Background: an optimization exercise with open tools, aiming at small area, a short achievable clock period and few clock cycles per item. Do not read the settings as production practice.
In this exercise RTL edits were held to simulation tests only and were not proved equivalent to the original.

## iteration_palette_gradient_top
module iteration_palette_gradient_top (
   input  logic             clock,
   input  logic             reset,
   input  logic             req_valid,
   output logic             req_ready,
   input  logic [15:0]      req_iteration_count,
   output logic             rsp_valid,
   input  logic             rsp_ready,
   output logic [7:0]       rsp_red,
   output logic [7:0]       rsp_green,
   output logic [7:0]       rsp_blue,
   input  logic             csr_wr_en,
   input  logic [15:0]      csr_wr_data
);
   function automatic logic [59:0] pal_booth3x(input logic [4:0] s);
      logic [59:0] c;
      case (s)
         5'd0: c = 60'h800448002281029;
         5'd1: c = 60'h801218104980022;
         5'd2: c = 60'h8120a8004480022;
         5'd3: c = 60'h8120a8012181049;
         5'd4: c = 60'h8120a8012180044;
         5'd5: c = 60'h801218012180121;
         5'd6: c = 60'h800448012180121;
         5'd7: c = 60'h810498012180121;
         5'd8: c = 60'h800228004480121;
         5'd9: c = 60'h800118104980044;
         5'd10: c = 60'hc50998002280044;
         5'd11: c = 60'hd1c4ac40c180121;
  ...
Size in the first run: ~890 flip-flops, about 63 I/O pins, about 60,000 um2 of cells after synthesis.
Settings: LEC_CHECK=0, CAP_MARGIN=20, CORE_MARGIN=2, CORE_UTILIZATION=40, SETUP_SLACK_MARGIN=5, SLEW_MARGIN=20; clock period 9.5 ns.
standard.sh (not shown) runs the stock make flow with config.mk's settings and CLKGATE_MAP_FILE= SYNTH_SCRIPT=/design/flow/synth_recipe.tcl, a recipe that flattens the netlist after the stock synthesis.
==> flow/flow/run.sh <==
#!/bin/bash
set -euo pipefail
MARGIN=$(cat flow/margin.txt)
bash standard.sh synth > synth.log 2>&1
bash standard.sh SETUP_SLACK_MARGIN=$MARGIN finish > layout.log 2>&1
==> flow/flow/margin.txt <==
6.0
The baseline finished with timing, DRC and antenna clean.
Testbench counts at the start, summed over its fixed seeds: cycles 4,928, items 4,800.
Then changed:
--- a/flow/design.v
+++ b/flow/design.v
@@ -157,18 +157,17 @@
          default: c = 24'h0;
       endcase
       pal_blend = c;
    endfunction
    logic [15:0] lim;
    logic [16:0] dv;
    logic        en;
    logic        rdy;
-   logic [14:0] vld;
-   logic [15:0] c_in;
+   logic [13:0] vld;
    logic        out_v, skid_v, skid_v_n;
    logic [23:0] out_c, skid_c;
    logic [20:0] n_1;
    logic [0:0] int_2;
    logic [20:0] n_p1;
    logic [0:0] int_p1;
    logic [17:0] t_3;
    logic [16:0] h_4;
@@ -400,26 +399,21 @@
          dv  <= {1'b0, csr_wr_data[15:1], csr_wr_data[0] | (csr_wr_data == 16'd0)};
       end
    end
    assign en = !skid_v;
    always_ff @(posedge clock) begin
       if (reset) begin
          vld <= '0;
       end else if (en) begin
-         vld <= {vld[13:0], req_valid};
+         vld <= {vld[12:0], req_valid};
       end
    end
-   always_ff @(posedge clock) begin
-      if (en) begin
-         c_in <= req_iteration_count;
-      end
-   end
-   assign n_1 = ({5'd0, c_in} << 4) + ({5'd0, c_in} << 3) - {5'd0, c_in};
-   assign int_2 = (c_in >= lim);
+   assign n_1 = ({5'd0, req_iteration_count} << 4) + ({5'd0, req_iteration_count} << 3) - {5'd0, req_iteration_count};
+   assign int_2 = (req_iteration_count >= lim);
    assign t_3 = {1'b0, n_p1[20:4]} + ({1'b0, dv} ^ {18{1'b1}}) + {17'd0, 1'b1};
    assign h_4 = t_3[16:0];
    assign lo_5 = n_p1[3:0];
    assign q_6 = !t_3[16];
    assign t_7 = {h_p2, lo_p2[3]} + ({1'b0, dv} ^ {18{!h_p2[16]}}) + {17'd0, !h_p2[16]};
    assign h_8 = t_7[16:0];
    assign lo_9 = lo_p2[2:0];
    assign q_10 = {q_p2, !t_7[16]};
@@ -702,17 +696,17 @@
          cq1_p14 <= cq1_134;
          cq2_p14 <= cq2_136;
       end
    end
    always_comb begin
       if (skid_v) begin
          skid_v_n = !rsp_ready;
       end else if (out_v && !rsp_ready) begin
-         skid_v_n = vld[14];
+         skid_v_n = vld[13];
       end else begin
          skid_v_n = 1'b0;
       end
    end
    always_ff @(posedge clock) begin
       if (reset) begin
          out_v  <= 1'b0;
          skid_v <= 1'b0;
@@ -720,17 +714,17 @@
       end else begin
          skid_v <= skid_v_n;
          rdy    <= !skid_v_n;
          if (skid_v) begin
             if (rsp_ready) begin
                out_v <= 1'b1;
             end
          end else if (!(out_v && !rsp_ready)) begin
-            out_v <= vld[14];
+            out_v <= vld[13];
          end
       end
    end
    always_ff @(posedge clock) begin
       if (skid_v) begin
          if (rsp_ready) begin
             out_c <= skid_c;
          end
Result:
- wire length went down by a few percent
- synthesized area went down slightly
- cell count went down slightly
- final area went down by a few percent
- flip-flop and latch count went down by 17
- clock skew went down by 13 ps
- setup slack got worse by 450 ps
- die area went down slightly
- count of clock-buffer cells in the layout went down by 2
- worst hold slack barely changes
- utilization went down by 0.47 points
Testbench counts after the change, summed over its fixed seeds: cycles 4,920, items 4,800.

-- static timing again, ports no longer ideal --
No port has a modelled driver above. Below, the same layouts with a new extraction and two added sets of constraints.
Step 1 sets driving cells, clkbuf_16 on the clock port and buf_2 on the other inputs (assumed; they add their load-dependent delay and slew).
Step 2 times the ports against the registers' clock, not the clock port: input delays grow and output delays shrink by t, the midpoint of the rising clock arrivals with the driver on.
Slacks: no drivers / after step 1 / after step 2; pairs: no drivers / after step 1.
run	t (ns)	slack for setup (ns)	worst data-port slew with drivers (ns)
the first run	0.771	6.164 / 6.121 / 5.806	0.05
the second run	0.773	5.710 / 5.730 / 4.957	0.05
After both steps setup and hold are still met in every run listed. For the second run, which loses most, drivers alone change the setup slack by +0.020 ns; drivers and shift together by -0.753 ns.
